From an optimization exercise on the open Yosys and OpenROAD flow, aimed at small area, a short achievable clock period and few clock cycles per item; shortcuts taken in it are not production practice. In this exercise RTL edits were held to simulation tests only and were not proved equivalent to the original. Power and IR drop assume default switching activity.

==> inputs of v33 <==
// cad_top
module cad_top #(
  parameter int IMG_SIDE = 8,
  parameter int IMG_COUNT = 2,
  parameter int KER_COUNT = 2,
  localparam int IMG_IDX_W = (IMG_COUNT > 1) ? $clog2(IMG_COUNT) : 1,
  localparam int KER_IDX_W = (KER_COUNT > 1) ? $clog2(KER_COUNT) : 1
) (
  input  logic                 clk,
  input  logic                 rst_n,
  input  logic                 i_in_valid,
  input  cad_pkg::data_t       i_matrix,
  input  logic                 i_start,
  input  logic [IMG_IDX_W-1:0] i_img_idx,
  input  logic [KER_IDX_W-1:0] i_ker_idx,
  output logic                 o_busy,
  output logic                 o_out_valid,
  output logic                 o_out_value
);
==> module mac_pool, before the edit <==
module mac_pool (
  input  logic            clk,
  input  logic            rst_n,
  input  logic [4:0][7:0] i_pix,
  input  logic [4:0][7:0] i_ker,
  input  logic            i_v,
  input  logic            i_first,
  input  logic            i_last,
  input  logic            i_bfirst,
  input  logic            i_blast,
  input  logic            i_jlast,
  output cad_pkg::acc_t   o_res,
  output logic            o_res_valid,
  output logic            o_res_jlast
);
  localparam logic [19:0] ACC_INIT = 20'h39900;
  logic [4:0][7:0] a_pix;
  logic [4:0][7:0] a_ker;
  logic a_v, a_first, a_last, a_bfirst, a_blast, a_jlast;
  logic b_v, b_first, b_last, b_bfirst, b_blast, b_jlast;
  logic [19:0] acc_s;
  logic [19:0] acc_c;
  cad_pkg::acc_t acc;
  logic c_v, c_bfirst, c_blast, c_jlast;
  cad_pkg::acc_t d_val;
  logic d_v, d_bfirst, d_blast, d_jlast;
  cad_pkg::acc_t mx;
  cad_pkg::acc_t res;
  always_ff @(posedge clk) begin
    a_pix <= i_pix;
    a_ker <= i_ker;
  end
  always_ff @(posedge clk or negedge rst_n) begin
    if (!rst_n) begin
      {a_v, a_first, a_last, a_bfirst, a_blast, a_jlast} <= '0;
      {b_v, b_first, b_last, b_bfirst, b_blast, b_jlast} <= '0;
      {c_v, c_bfirst, c_blast, c_jlast} <= '0;
      {d_v, d_bfirst, d_blast, d_jlast} <= '0;
    end else begin
      {d_v, d_bfirst, d_blast, d_jlast} <= {c_v, c_bfirst, c_blast, c_jlast};
      {a_v, a_first, a_last, a_bfirst, a_blast, a_jlast} <=
        {i_v, i_first, i_last, i_bfirst, i_blast, i_jlast};
      {b_v, b_first, b_last, b_bfirst, b_blast, b_jlast} <=
        {a_v, a_first, a_last, a_bfirst, a_blast, a_jlast};
      c_v <= b_v && b_last;
      {c_bfirst, c_blast, c_jlast} <= {b_bfirst, b_blast, b_jlast};
    end
  end
  mac_pipe #(
    .ACC_INIT(ACC_INIT)
  ) u_pipe (
    .clk    (clk),
    .a0     (a_pix[0]), .b0 (a_ker[0]),
    .a1     (a_pix[1]), .b1 (a_ker[1]),
    .a2     (a_pix[2]), .b2 (a_ker[2]),
    .a3     (a_pix[3]), .b3 (a_ker[3]),
    .a4     (a_pix[4]), .b4 (a_ker[4]),
    .i_init (b_first),
    .o_acc_s(acc_s),
    .o_acc_c(acc_c)
  );
  assign acc = acc_s + acc_c;
  always_ff @(posedge clk) begin
    d_val <= acc;
  end
  assign res = (d_val > mx) ? d_val : mx;
  always_ff @(posedge clk) begin
    if (d_v && !d_blast) begin
      mx <= d_bfirst ? d_val : res;
    end
  end
  assign o_res = res;
  assign o_res_valid = d_v && d_blast;
  assign o_res_jlast = d_jlast;
endmodule
==> flow/config.mk <==
export PLATFORM = sky130hd
export DESIGN_NAME = cad_top
export DESIGN_NICKNAME = cad_top
export VERILOG_FILES = /design/flow/design.v
export SDC_FILE = /design/flow/constraint.sdc
export NUM_CORES = 4
export LEC_CHECK = 0
export CAP_MARGIN = 20
export CORE_MARGIN = 2
export CORE_UTILIZATION = 60
export CTS_BUF_LIST = sky130_fd_sc_hd__clkbuf_16
export CTS_CLUSTER_DIAMETER = 100
export CTS_CLUSTER_SIZE = 30
export PLACE_DENSITY = 0.72
export SLEW_MARGIN = 20
==> flow/constraint.sdc <==
create_clock -name core_clock -period 12.0 [get_ports {clk}]
set_input_delay 2.4000 -clock core_clock [delete_from_list [all_inputs] [get_ports {clk}]]
set_output_delay 2.4000 -clock core_clock [all_outputs]
set_load 0.01 [all_outputs]
run.sh (not shown) runs the stock make flow with config.mk's settings and CLKGATE_MAP_FILE= SYNTH_SCRIPT=/design/flow/synth_recipe.tcl, a recipe that flattens the netlist after the stock synthesis.
==> v4: changes against v33 <==
--- a/flow/design.v
+++ b/flow/design.v
@@ -343,20 +343,25 @@
   end
   always_ff @(posedge clk or negedge rst_n) begin
     if (!rst_n) begin
-      {a_v, a_first, a_last, a_bfirst, a_blast, a_jlast} <= '0;
-      {b_v, b_first, b_last, b_bfirst, b_blast, b_jlast} <= '0;
-      {c_v, c_bfirst, c_blast, c_jlast} <= '0;
-      {d_v, d_bfirst, d_blast, d_jlast} <= '0;
+      a_v <= 1'b0;
+      b_v <= 1'b0;
+      c_v <= 1'b0;
+      d_v <= 1'b0;
     end else begin
-      {d_v, d_bfirst, d_blast, d_jlast} <= {c_v, c_bfirst, c_blast, c_jlast};
-      {a_v, a_first, a_last, a_bfirst, a_blast, a_jlast} <=
-        {i_v, i_first, i_last, i_bfirst, i_blast, i_jlast};
-      {b_v, b_first, b_last, b_bfirst, b_blast, b_jlast} <=
-        {a_v, a_first, a_last, a_bfirst, a_blast, a_jlast};
+      a_v <= i_v;
+      b_v <= a_v;
       c_v <= b_v && b_last;
-      {c_bfirst, c_blast, c_jlast} <= {b_bfirst, b_blast, b_jlast};
+      d_v <= c_v;
     end
   end
+  always_ff @(posedge clk) begin
+    {a_first, a_last, a_bfirst, a_blast, a_jlast} <=
+      {i_first, i_last, i_bfirst, i_blast, i_jlast};
+    {b_first, b_last, b_bfirst, b_blast, b_jlast} <=
+      {a_first, a_last, a_bfirst, a_blast, a_jlast};
+    {c_bfirst, c_blast, c_jlast} <= {b_bfirst, b_blast, b_jlast};
+    {d_bfirst, d_blast, d_jlast} <= {c_bfirst, c_blast, c_jlast};
+  end
   mac_pipe #(
     .ACC_INIT(ACC_INIT)
   ) u_pipe (
==> flow/flow/run.sh (new file) <==
#!/bin/bash
# Layout: the standard flow (standard synthesis, floorplan, placement, CTS,
# routing) on the design's constraints and clock period. The only change is
# the setup margin that ORFS's repair_timing aims for: it is raised so that the
# resizer also works on paths that already meet the 12 ns clock.
set -euo pipefail
if ! bash standard.sh SETUP_SLACK_MARGIN=8.5 finish > standard_flow.log 2>&1; then
  tail -n 40 standard_flow.log
  exit 1
fi
tail -n 5 standard_flow.log
==> flow/standard.sh (new file) <==
#!/bin/bash
# synth_recipe.tcl (not shown) runs the flow's synth.tcl, then flattens the netlist and writes it again
# the make line also repeats each setting of config.mk as NAME=value (left out here)
make -C /OpenROAD-flow-scripts/flow DESIGN_CONFIG=/design/flow/config.mk WORK_HOME=/design/flow/orfs CLKGATE_MAP_FILE= SYNTH_SCRIPT=/design/flow/synth_recipe.tcl "${@:-finish}"
CTS_CLUSTER_DIAMETER = 80   (was 100)
CTS_CLUSTER_SIZE = 25   (was 30)
removed: flow/run.sh
==> results.tsv <==
stage	metric	value	unit
status	run status	no timing/DRC/antenna violations	
worst_setup_path	Register-to-Register Setup Slack	8.60	ns
yosys	fraction of the yosys area taken by sequential cells	0.646	
power_and_ir_drop	net switching component of the power	4.23	mW
cells_and_area	area share of buffers outside the clock network	0.00672	
floorplanning	starting density of the core	0.603	
worst_setup_path	Critical Path Fanout Max	2	
worst_setup_path	capture point of the critical path	o_busy	
worst_setup_path	critical path data required time	9.60	ns
worst_setup_path	crit-path leading delay family	flip-flops	
worst_setup_path	crit path launch type	flop	
worst_setup_path	end of the worst register-to-register path	u_mac.u_pipe.r1[47]	
yosys	post-synthesis xor/xnor area fraction	0.00507	
global_routing	global routing usage summed across all routing layers	0.227	
floorplanning	die boundary height	326	um
The numbers above come from v4.

==> results.tsv <==
stage	metric	value	unit
status	run status	no timing/DRC/antenna violations	
global_routing	global routing usage summed across all routing layers	0.227	
power_and_ir_drop	net switching component of the power	4.35	mW
yosys	fraction of the yosys area taken by sequential cells	0.646	
drt	violation count after the first detailed-routing iteration	1964	
cells_and_area	area share of buffers outside the clock network	0.00562	
worst_setup_path	end of the worst register-to-register path	u_mac.a_pix[10]	
drt	DRT met1 WL	53600	um
yosys	main combinational cell family by area after synthesis	multiplexers	
power_and_ir_drop	Leading power group	registers	
floorplanning	die boundary height	326	um
cells_and_area	number of standard cells in the final layout excluding fillers	5696	
worst_setup_path	critical path data required time	12.34	ns
worst_setup_path	crit-path leading delay family	simple AND/OR/NAND/NOR gates	
worst_setup_path	Critical Path Fanout Max	12	
worst_setup_path	capture point of the critical path	u_store.ib[48]	
floorplanning	starting density of the core	0.603	
floorplanning	chip width	326	um
The numbers above come from v33.

Testbench counts of v33, summed over its fixed seeds: cycles 6,504, jobs 48.
Testbench counts of v4, summed over its fixed seeds: cycles 6,504, jobs 48.

========
==> try-nickel <==
Another version of the RTL of cad_top (not shown whole).
==> flow/design.v (excerpt) <==
module cad_top #(
  parameter int IMG_SIDE = 8,
  parameter int IMG_COUNT = 2,
  parameter int KER_COUNT = 2,
  localparam int IMG_IDX_W = (IMG_COUNT > 1) ? $clog2(IMG_COUNT) : 1,
  localparam int KER_IDX_W = (KER_COUNT > 1) ? $clog2(KER_COUNT) : 1
) (
  input  logic                 clk,
  input  logic                 rst_n,
  input  logic                 i_in_valid,
  input  cad_pkg::data_t       i_matrix,
  input  logic                 i_start,
  input  logic [IMG_IDX_W-1:0] i_img_idx,
  input  logic [KER_IDX_W-1:0] i_ker_idx,
  output logic                 o_busy,
  output logic                 o_out_valid,
  output logic                 o_out_value
);
clock: 12.0 ns
lec_check: 0
cap_margin: 20
core_margin: 2
core_utilization: 40
place_density: 0.6
slew_margin: 20
Stock flow here: none of the scripts above is used.
==> try-sierra (differences from try-nickel) <==
--- a/flow/design.v
+++ b/flow/design.v
@@ -15,13 +15,12 @@
   input  logic            i_in_valid,
   input  logic [7:0]      i_matrix,
   input  logic            i_img_sel,
   input  logic            i_ker_sel,
   input  logic [1:0]      i_islot,    
   input  logic [1:0]      i_rbase,
-  input  logic [2:0]      i_kslot,
   output logic [2:0]      o_ph8,
   output logic [2:0]      o_ph5,
   output logic            o_pending,
   output logic [4:0][7:0] o_pix,
   output logic [4:0][7:0] o_ker
 );
@@ -79,25 +78,38 @@
   logic [3:0]      krow_w;
   assign krow_w = wrg[0] ? 4'(wy) + 4'd5 : 4'(wy);
   logic [2:0] icx;
   logic [2:0] kcx;
   logic       ic_go;
   logic       kc_go;
-  logic [3:0] ic_row;
-  logic [3:0] kc_row;
-  logic [7:0] ic_d;
-  logic [7:0] kc_d;
-  assign icx = ph8_n;
-  assign kcx = ph5_n;
+  logic       ins_i_go;
+  logic       ins_k_go;
+  logic [3:0] ins_i_row;
+  logic [3:0] ins_k_row;
+  logic [7:0] ins_i_d;
+  logic [7:0] ins_k_d;
+  assign icx = ph8 + 3'd2;
+  assign kcx = (ph5 == 3'd3) ? 3'd0 : (ph5 == 3'd4) ? 3'd1 : ph5 + 3'd2;
   assign ic_go = iv[icx];
   assign kc_go = kv[kcx];
-  assign ic_d = ib[icx];
-  assign kc_d = kb[kcx];
-  assign ic_row = (ip[icx] == irow[0]) ? irow : irow - 1'b1;
-  assign kc_row = (kp[kcx] == krow[0]) ? krow :
-                  (krow == 4'd0) ? 4'd9 : krow - 1'b1;
+  always_ff @(posedge clk or negedge rst_n) begin
+    if (!rst_n) begin
+      ins_i_go <= 1'b0;
+      ins_k_go <= 1'b0;
+    end else begin
+      ins_i_go <= ic_go;
+      ins_k_go <= kc_go;
+    end
+  end
+  always_ff @(posedge clk) begin
+    ins_i_row <= (ip[icx] == irow[0]) ? irow : irow - 1'b1;
+    ins_k_row <= (kp[kcx] == krow[0]) ? krow :
+                 (krow == 4'd0) ? 4'd9 : krow - 1'b1;
+    ins_i_d <= ib[icx];
+    ins_k_d <= kb[kcx];
+  end
   always_ff @(posedge clk or negedge rst_n) begin
     if (!rst_n) begin
       iv <= '0;
       kv <= '0;
     end else begin
       for (int x = 0; x < 8; x++) begin
@@ -133,34 +145,33 @@
       irow <= {wrg[0], wy};
     end
     if (i_in_valid && wrg[1]) begin
       krow <= krow_w;
     end
   end
-  assign o_pending = |iv || |kv;
+  assign o_pending = |iv || |kv || ins_i_go || ins_k_go;
   always_ff @(posedge clk) begin
     for (int g = 0; g < 2; g++) begin
       for (int y = 0; y < 8; y++) begin
         for (int s = 1; s < 8; s++) begin
           img[g][y][s] <= img[g][y][s-1];
         end
-        img[g][y][0] <= (ic_go && ic_row == {1'(g), 3'(y)}) ? ic_d : img[g][y][7];
+        img[g][y][0] <= (ins_i_go && ins_i_row == {1'(g), 3'(y)}) ? ins_i_d : img[g][y][7];
       end
     end
     for (int k = 0; k < 2; k++) begin
       for (int y = 0; y < 5; y++) begin
         for (int s = 1; s < 5; s++) begin
           ker[k][y][s] <= ker[k][y][s-1];
         end
-        ker[k][y][0] <= (kc_go && kc_row == 4'(k * 5 + y)) ? kc_d : ker[k][y][4];
+        ker[k][y][0] <= (ins_k_go && ins_k_row == 4'(k * 5 + y)) ? ins_k_d : ker[k][y][4];
       end
     end
   end
   logic [1:0][7:0][7:0] m1;   
   logic [7:0][7:0] rowv;      
-  logic [1:0][4:0][7:0] k1;   
   always_comb begin
     for (int g = 0; g < 2; g++) begin
       for (int y = 0; y < 8; y++) begin
         case (i_islot)
           2'd0: m1[g][y] = img[g][y][0];
           2'd1: m1[g][y] = img[g][y][2];
@@ -177,24 +188,14 @@
         2'd0: o_pix[i] = rowv[i];
         2'd1: o_pix[i] = rowv[i+1];
         2'd2: o_pix[i] = rowv[i+2];
         default: o_pix[i] = rowv[i+3];
       endcase
     end
-    for (int k = 0; k < 2; k++) begin
-      for (int y = 0; y < 5; y++) begin
-        case (i_kslot[1:0])
-          2'd0: k1[k][y] = i_kslot[2] ? ker[k][y][4] : ker[k][y][0];
-          2'd1: k1[k][y] = ker[k][y][1];
-          2'd2: k1[k][y] = ker[k][y][2];
-          default: k1[k][y] = ker[k][y][3];
-        endcase
-      end
-    end
     for (int y = 0; y < 5; y++) begin
-      o_ker[y] = i_ker_sel ? k1[1][y] : k1[0][y];
+      o_ker[y] = i_ker_sel ? ker[1][y][0] : ker[0][y][0];
     end
   end
 endmodule
 `timescale 1ns/10ps
 module window_sequencer (
   input  logic       clk,
@@ -208,13 +209,12 @@
   input  logic       i_pending,
   output logic       o_busy,
   output logic       o_img_sel,
   output logic       o_ker_sel,
   output logic [1:0] o_islot,
   output logic [1:0] o_rbase,
-  output logic [2:0] o_kslot,
   output logic       o_v,
   output logic       o_first,
   output logic       o_last,
   output logic       o_bfirst,
   output logic       o_blast,
   output logic       o_jlast
@@ -229,13 +229,13 @@
   logic [2:0] islot;
   logic [2:0] ph8_n;
   logic [2:0] ph5_n;
   logic       start_ok;
   logic       go;
   assign start_ok = i_start && !o_busy;
-  assign go = (start_ok || wt) && !i_pending;
+  assign go = (start_ok || wt) && !i_pending && (ph5_n == 3'd0);
   assign n_nxt = n + 1'b1;
   assign ph8_n = i_ph8 + 1'b1;
   assign ph5_n = (i_ph5 == 3'd4) ? 3'd0 : i_ph5 + 1'b1;
   assign o_rbase = {n[3], n[1]};
   assign o_islot = islot[2:1];
   assign o_v = run;
@@ -280,23 +280,21 @@
       wt <= 1'b0;
       mirror <= 1'b0;
       n <= '0;
       j <= '0;
       xcol <= '0;
       islot <= '0;
-      o_kslot <= '0;
     end else begin
       xcol <= go ? {2'b0, ph8_n[0]} : xcol_run;
       islot <= go ? islot_go : islot_run;
       if (go) begin
         wt <= 1'b0;
         run <= 1'b1;
         mirror <= ph8_n[0];
         n <= '0;
         j <= '0;
-        o_kslot <= ph5_n;
       end else if (start_ok) begin
         wt <= 1'b1;
       end else if (run) begin
         if (o_last) begin
           j <= '0;
           n <= n_nxt;
@@ -342,26 +340,31 @@
   always_ff @(posedge clk) begin
     a_pix <= i_pix;
     a_ker <= i_ker;
   end
   always_ff @(posedge clk or negedge rst_n) begin
     if (!rst_n) begin
-      {a_v, a_first, a_last, a_bfirst, a_blast, a_jlast} <= '0;
-      {b_v, b_first, b_last, b_bfirst, b_blast, b_jlast} <= '0;
-      {c_v, c_bfirst, c_blast, c_jlast} <= '0;
-      {d_v, d_bfirst, d_blast, d_jlast} <= '0;
+      a_v <= 1'b0;
+      b_v <= 1'b0;
+      c_v <= 1'b0;
+      d_v <= 1'b0;
     end else begin
-      {d_v, d_bfirst, d_blast, d_jlast} <= {c_v, c_bfirst, c_blast, c_jlast};
-      {a_v, a_first, a_last, a_bfirst, a_blast, a_jlast} <=
-        {i_v, i_first, i_last, i_bfirst, i_blast, i_jlast};
-      {b_v, b_first, b_last, b_bfirst, b_blast, b_jlast} <=
-        {a_v, a_first, a_last, a_bfirst, a_blast, a_jlast};
+      a_v <= i_v;
+      b_v <= a_v;
       c_v <= b_v && b_last;
-      {c_bfirst, c_blast, c_jlast} <= {b_bfirst, b_blast, b_jlast};
+      d_v <= c_v;
     end
   end
+  always_ff @(posedge clk) begin
+    {a_first, a_last, a_bfirst, a_blast, a_jlast} <=
+      {i_first, i_last, i_bfirst, i_blast, i_jlast};
+    {b_first, b_last, b_bfirst, b_blast, b_jlast} <=
+      {a_first, a_last, a_bfirst, a_blast, a_jlast};
+    {c_bfirst, c_blast, c_jlast} <= {b_bfirst, b_blast, b_jlast};
+    {d_bfirst, d_blast, d_jlast} <= {c_bfirst, c_blast, c_jlast};
+  end
   mac_pipe #(
     .ACC_INIT(ACC_INIT)
   ) u_pipe (
     .clk    (clk),
     .a0     (a_pix[0]), .b0 (a_ker[0]),
     .a1     (a_pix[1]), .b1 (a_ker[1]),
@@ -2609,13 +2612,12 @@
   output logic                 o_out_value
 );
   logic img_sel;
   logic ker_sel;
   logic [1:0] islot;
   logic [1:0] rbase;
-  logic [2:0] kslot;
   logic [2:0] ph8;
   logic [2:0] ph5;
   logic pending;
   logic [4:0][7:0] pix;
   logic [4:0][7:0] kv;
   logic s_v, s_first, s_last, s_bfirst, s_blast, s_jlast;
@@ -2629,13 +2631,12 @@
     .i_in_valid(i_in_valid),
     .i_matrix  (i_matrix),
     .i_img_sel (img_sel),
     .i_ker_sel (ker_sel),
     .i_islot   (islot),
     .i_rbase   (rbase),
-    .i_kslot   (kslot),
     .o_ph8     (ph8),
     .o_ph5     (ph5),
     .o_pending (pending),
     .o_pix     (pix),
     .o_ker     (kv)
   );
@@ -2651,13 +2652,12 @@
     .i_pending(pending),
     .o_busy   (o_busy),
     .o_img_sel(img_sel),
     .o_ker_sel(ker_sel),
     .o_islot  (islot),
     .o_rbase  (rbase),
-    .o_kslot  (kslot),
     .o_v      (s_v),
     .o_first  (s_first),
     .o_last   (s_last),
     .o_bfirst (s_bfirst),
     .o_blast  (s_blast),
     .o_jlast  (s_jlast)
- CORE_UTILIZATION: 40 -> 60
- CTS_BUF_LIST: default -> sky130_fd_sc_hd__clkbuf_16
- CTS_CLUSTER_DIAMETER: default -> 80
- CTS_CLUSTER_SIZE: default -> 25
- PLACE_DENSITY: 0.6 -> 0.72
==> try-pepper (differences from try-nickel) <==
--- a/flow/design.v
+++ b/flow/design.v
@@ -15,13 +15,12 @@
   input  logic            i_in_valid,
   input  logic [7:0]      i_matrix,
   input  logic            i_img_sel,
   input  logic            i_ker_sel,
   input  logic [1:0]      i_islot,    
   input  logic [1:0]      i_rbase,
-  input  logic [2:0]      i_kslot,
   output logic [2:0]      o_ph8,
   output logic [2:0]      o_ph5,
   output logic            o_pending,
   output logic [4:0][7:0] o_pix,
   output logic [4:0][7:0] o_ker
 );
@@ -79,25 +78,38 @@
   logic [3:0]      krow_w;
   assign krow_w = wrg[0] ? 4'(wy) + 4'd5 : 4'(wy);
   logic [2:0] icx;
   logic [2:0] kcx;
   logic       ic_go;
   logic       kc_go;
-  logic [3:0] ic_row;
-  logic [3:0] kc_row;
-  logic [7:0] ic_d;
-  logic [7:0] kc_d;
-  assign icx = ph8_n;
-  assign kcx = ph5_n;
+  logic       ins_i_go;
+  logic       ins_k_go;
+  logic [3:0] ins_i_row;
+  logic [3:0] ins_k_row;
+  logic [7:0] ins_i_d;
+  logic [7:0] ins_k_d;
+  assign icx = ph8 + 3'd2;
+  assign kcx = (ph5 == 3'd3) ? 3'd0 : (ph5 == 3'd4) ? 3'd1 : ph5 + 3'd2;
   assign ic_go = iv[icx];
   assign kc_go = kv[kcx];
-  assign ic_d = ib[icx];
-  assign kc_d = kb[kcx];
-  assign ic_row = (ip[icx] == irow[0]) ? irow : irow - 1'b1;
-  assign kc_row = (kp[kcx] == krow[0]) ? krow :
-                  (krow == 4'd0) ? 4'd9 : krow - 1'b1;
+  always_ff @(posedge clk or negedge rst_n) begin
+    if (!rst_n) begin
+      ins_i_go <= 1'b0;
+      ins_k_go <= 1'b0;
+    end else begin
+      ins_i_go <= ic_go;
+      ins_k_go <= kc_go;
+    end
+  end
+  always_ff @(posedge clk) begin
+    ins_i_row <= (ip[icx] == irow[0]) ? irow : irow - 1'b1;
+    ins_k_row <= (kp[kcx] == krow[0]) ? krow :
+                 (krow == 4'd0) ? 4'd9 : krow - 1'b1;
+    ins_i_d <= ib[icx];
+    ins_k_d <= kb[kcx];
+  end
   always_ff @(posedge clk or negedge rst_n) begin
     if (!rst_n) begin
       iv <= '0;
       kv <= '0;
     end else begin
       for (int x = 0; x < 8; x++) begin
@@ -133,34 +145,33 @@
       irow <= {wrg[0], wy};
     end
     if (i_in_valid && wrg[1]) begin
       krow <= krow_w;
     end
   end
-  assign o_pending = |iv || |kv;
+  assign o_pending = |iv || |kv || ins_i_go || ins_k_go;
   always_ff @(posedge clk) begin
     for (int g = 0; g < 2; g++) begin
       for (int y = 0; y < 8; y++) begin
         for (int s = 1; s < 8; s++) begin
           img[g][y][s] <= img[g][y][s-1];
         end
-        img[g][y][0] <= (ic_go && ic_row == {1'(g), 3'(y)}) ? ic_d : img[g][y][7];
+        img[g][y][0] <= (ins_i_go && ins_i_row == {1'(g), 3'(y)}) ? ins_i_d : img[g][y][7];
       end
     end
     for (int k = 0; k < 2; k++) begin
       for (int y = 0; y < 5; y++) begin
         for (int s = 1; s < 5; s++) begin
           ker[k][y][s] <= ker[k][y][s-1];
         end
-        ker[k][y][0] <= (kc_go && kc_row == 4'(k * 5 + y)) ? kc_d : ker[k][y][4];
+        ker[k][y][0] <= (ins_k_go && ins_k_row == 4'(k * 5 + y)) ? ins_k_d : ker[k][y][4];
       end
     end
   end
   logic [1:0][7:0][7:0] m1;   
   logic [7:0][7:0] rowv;      
-  logic [1:0][4:0][7:0] k1;   
   always_comb begin
     for (int g = 0; g < 2; g++) begin
       for (int y = 0; y < 8; y++) begin
         case (i_islot)
           2'd0: m1[g][y] = img[g][y][0];
           2'd1: m1[g][y] = img[g][y][2];
@@ -177,24 +188,14 @@
         2'd0: o_pix[i] = rowv[i];
         2'd1: o_pix[i] = rowv[i+1];
         2'd2: o_pix[i] = rowv[i+2];
         default: o_pix[i] = rowv[i+3];
       endcase
     end
-    for (int k = 0; k < 2; k++) begin
-      for (int y = 0; y < 5; y++) begin
-        case (i_kslot[1:0])
-          2'd0: k1[k][y] = i_kslot[2] ? ker[k][y][4] : ker[k][y][0];
-          2'd1: k1[k][y] = ker[k][y][1];
-          2'd2: k1[k][y] = ker[k][y][2];
-          default: k1[k][y] = ker[k][y][3];
-        endcase
-      end
-    end
     for (int y = 0; y < 5; y++) begin
-      o_ker[y] = i_ker_sel ? k1[1][y] : k1[0][y];
+      o_ker[y] = i_ker_sel ? ker[1][y][0] : ker[0][y][0];
     end
   end
 endmodule
 `timescale 1ns/10ps
 module window_sequencer (
   input  logic       clk,
@@ -208,13 +209,12 @@
   input  logic       i_pending,
   output logic       o_busy,
   output logic       o_img_sel,
   output logic       o_ker_sel,
   output logic [1:0] o_islot,
   output logic [1:0] o_rbase,
-  output logic [2:0] o_kslot,
   output logic       o_v,
   output logic       o_first,
   output logic       o_last,
   output logic       o_bfirst,
   output logic       o_blast,
   output logic       o_jlast
@@ -229,13 +229,13 @@
   logic [2:0] islot;
   logic [2:0] ph8_n;
   logic [2:0] ph5_n;
   logic       start_ok;
   logic       go;
   assign start_ok = i_start && !o_busy;
-  assign go = (start_ok || wt) && !i_pending;
+  assign go = (start_ok || wt) && !i_pending && (ph5_n == 3'd0);
   assign n_nxt = n + 1'b1;
   assign ph8_n = i_ph8 + 1'b1;
   assign ph5_n = (i_ph5 == 3'd4) ? 3'd0 : i_ph5 + 1'b1;
   assign o_rbase = {n[3], n[1]};
   assign o_islot = islot[2:1];
   assign o_v = run;
@@ -280,23 +280,21 @@
       wt <= 1'b0;
       mirror <= 1'b0;
       n <= '0;
       j <= '0;
       xcol <= '0;
       islot <= '0;
-      o_kslot <= '0;
     end else begin
       xcol <= go ? {2'b0, ph8_n[0]} : xcol_run;
       islot <= go ? islot_go : islot_run;
       if (go) begin
         wt <= 1'b0;
         run <= 1'b1;
         mirror <= ph8_n[0];
         n <= '0;
         j <= '0;
-        o_kslot <= ph5_n;
       end else if (start_ok) begin
         wt <= 1'b1;
       end else if (run) begin
         if (o_last) begin
           j <= '0;
           n <= n_nxt;
@@ -342,26 +340,31 @@
   always_ff @(posedge clk) begin
     a_pix <= i_pix;
     a_ker <= i_ker;
   end
   always_ff @(posedge clk or negedge rst_n) begin
     if (!rst_n) begin
-      {a_v, a_first, a_last, a_bfirst, a_blast, a_jlast} <= '0;
-      {b_v, b_first, b_last, b_bfirst, b_blast, b_jlast} <= '0;
-      {c_v, c_bfirst, c_blast, c_jlast} <= '0;
-      {d_v, d_bfirst, d_blast, d_jlast} <= '0;
+      a_v <= 1'b0;
+      b_v <= 1'b0;
+      c_v <= 1'b0;
+      d_v <= 1'b0;
     end else begin
-      {d_v, d_bfirst, d_blast, d_jlast} <= {c_v, c_bfirst, c_blast, c_jlast};
-      {a_v, a_first, a_last, a_bfirst, a_blast, a_jlast} <=
-        {i_v, i_first, i_last, i_bfirst, i_blast, i_jlast};
-      {b_v, b_first, b_last, b_bfirst, b_blast, b_jlast} <=
-        {a_v, a_first, a_last, a_bfirst, a_blast, a_jlast};
+      a_v <= i_v;
+      b_v <= a_v;
       c_v <= b_v && b_last;
-      {c_bfirst, c_blast, c_jlast} <= {b_bfirst, b_blast, b_jlast};
+      d_v <= c_v;
     end
   end
+  always_ff @(posedge clk) begin
+    {a_first, a_last, a_bfirst, a_blast, a_jlast} <=
+      {i_first, i_last, i_bfirst, i_blast, i_jlast};
+    {b_first, b_last, b_bfirst, b_blast, b_jlast} <=
+      {a_first, a_last, a_bfirst, a_blast, a_jlast};
+    {c_bfirst, c_blast, c_jlast} <= {b_bfirst, b_blast, b_jlast};
+    {d_bfirst, d_blast, d_jlast} <= {c_bfirst, c_blast, c_jlast};
+  end
   mac_pipe #(
     .ACC_INIT(ACC_INIT)
   ) u_pipe (
     .clk    (clk),
     .a0     (a_pix[0]), .b0 (a_ker[0]),
     .a1     (a_pix[1]), .b1 (a_ker[1]),
@@ -2609,13 +2612,12 @@
   output logic                 o_out_value
 );
   logic img_sel;
   logic ker_sel;
   logic [1:0] islot;
   logic [1:0] rbase;
-  logic [2:0] kslot;
   logic [2:0] ph8;
   logic [2:0] ph5;
   logic pending;
   logic [4:0][7:0] pix;
   logic [4:0][7:0] kv;
   logic s_v, s_first, s_last, s_bfirst, s_blast, s_jlast;
@@ -2629,13 +2631,12 @@
     .i_in_valid(i_in_valid),
     .i_matrix  (i_matrix),
     .i_img_sel (img_sel),
     .i_ker_sel (ker_sel),
     .i_islot   (islot),
     .i_rbase   (rbase),
-    .i_kslot   (kslot),
     .o_ph8     (ph8),
     .o_ph5     (ph5),
     .o_pending (pending),
     .o_pix     (pix),
     .o_ker     (kv)
   );
@@ -2651,13 +2652,12 @@
     .i_pending(pending),
     .o_busy   (o_busy),
     .o_img_sel(img_sel),
     .o_ker_sel(ker_sel),
     .o_islot  (islot),
     .o_rbase  (rbase),
-    .o_kslot  (kslot),
     .o_v      (s_v),
     .o_first  (s_first),
     .o_last   (s_last),
     .o_bfirst (s_bfirst),
     .o_blast  (s_blast),
     .o_jlast  (s_jlast)
==> flow/flow/run.sh (new file) <==
#!/bin/bash
# Layout: the standard flow (standard synthesis, floorplan, placement, CTS,
# routing) on the design's constraints and clock period. The only change is
# the setup margin that ORFS's repair_timing aims for: it is raised so that the
# resizer also works on paths that already meet the 12 ns clock.
set -euo pipefail
if ! bash standard.sh SETUP_SLACK_MARGIN=8.5 finish > standard_flow.log 2>&1; then
  tail -n 40 standard_flow.log
  exit 1
fi
tail -n 5 standard_flow.log
==> flow/standard.sh (new file) <==
#!/bin/bash
# synth_recipe.tcl (not shown) runs the flow's synth.tcl, then flattens the netlist and writes it again
# the make line also repeats each setting of config.mk as NAME=value (left out here)
make -C /OpenROAD-flow-scripts/flow DESIGN_CONFIG=/design/flow/config.mk WORK_HOME=/design/flow/orfs CLKGATE_MAP_FILE= SYNTH_SCRIPT=/design/flow/synth_recipe.tcl "${@:-finish}"
- CORE_UTILIZATION: 40 -> 60
- CTS_BUF_LIST: default -> sky130_fd_sc_hd__clkbuf_16
- CTS_CLUSTER_DIAMETER: default -> 100
- CTS_CLUSTER_SIZE: default -> 30
- PLACE_DENSITY: 0.6 -> 0.72
removed: flow/run.sh
==> results.txt <==
|  | try-sierra | try-pepper | try-nickel |
|---|---|---|---|
| Run status | finished clean | finished clean | finished clean |
| Total instance count after detailed placement | 5,543 | 5,543 | 6,628 |
| Overall power consumption | 14.8 mW | 14.5 mW | 19.7 mW |
| Layout cell share with drive strength beyond 1 | 14.0% | 15.3% | 18.9% |
| Die area | 0.106 mm2 | 0.106 mm2 | 0.166 mm2 |
| Complex-gate fraction of the synthesized area | 1.97% | 1.97% | 3.27% |
| Critical Path Slowest Stage Cell | sky130_fd_sc_hd__nor2b_1 | sky130_fd_sc_hd__dfrtp_1 | sky130_fd_sc_hd__clkdlybuf4s50_1 |
| Area fraction of the dominant cell type after synthesis | 55.2% | 55.2% | 51.6% |
| Sequential share of cell area | 60.5% | 60.8% | 53.9% |
| Netlist cell types | 61 | 61 | 73 |
| Part of the power in the clock network | 22.4% | 21.0% | 29.4% |
| Total Routing Usage GR | 22.9% | 22.5% | 16.7% |
| Remaining max-slew budget at the tightest pin | 25.6% | 26.3% | 27.9% |
| Net count of the mapped netlist | 4,651 | 4,651 | 4,983 |
| Share of the final layout cell area in multi-input gates | 30.6% | 30.8% | 31.7% |
| Row count | 118 | 118 | 147 |
| Antenna fix cells | 1 | 1 | 2 |
| Sequential cell area | 0.0402 mm2 | 0.0403 mm2 | 0.0398 mm2 |
| Leak Pwr | 27.6 nW | 27.5 nW | 30.3 nW |
| Initial antenna violation count | 2 | 5 | 8 |
| Filler cell count | 7,475 | 7,516 | 14,300 |
Testbench counts of try-nickel, summed over its fixed seeds: cycles 6,504, jobs 48.
Testbench counts of try-sierra, summed over its fixed seeds: cycles 6,504, jobs 48.
Testbench counts of try-pepper, summed over its fixed seeds: cycles 6,504, jobs 48.

[afterwards: timing with drivers on the ports]
No port has a modelled driver above. Below, the same layouts with a new extraction and two added sets of constraints. Step 1, drivers: a clkbuf_16 drives clk and a buf_2 each remaining input, both assumed. Step 2 adds t to the input delays and takes it off the output delays; t is the mean of the earliest and latest rising clock arrival at the registers after step 1. Input paths then give back, and output paths get back, about the clock's delay inside the block. Slacks: no drivers / after step 1 / after step 2; pairs: no drivers / after step 1.
run | shift t [ns] | slack for setup (ns) | worst setup path after step 2 | worst register clock-pin slew, ns
v33 | 0.744 | 7.965 / 7.915 / 7.243 | input to register | 0.12 / 0.12
v4 | 0.762 | 8.381 / 8.316 / 7.823 | input to register | 0.10 / 0.10
try-nickel | 0.863 | 7.851 / 7.772 / 7.247 | input to register | 0.07 / 0.07
try-sierra | 0.772 | 7.897 / 7.904 / 7.155 | input to register | 0.10 / 0.10
try-pepper | 0.752 | 8.376 / 8.310 / 7.852 | input to register | 0.12 / 0.12
After both steps every run listed still meets setup and hold. For try-sierra, which loses most, drivers alone change the setup slack by +0.007 ns; drivers and shift together by -0.742 ns.
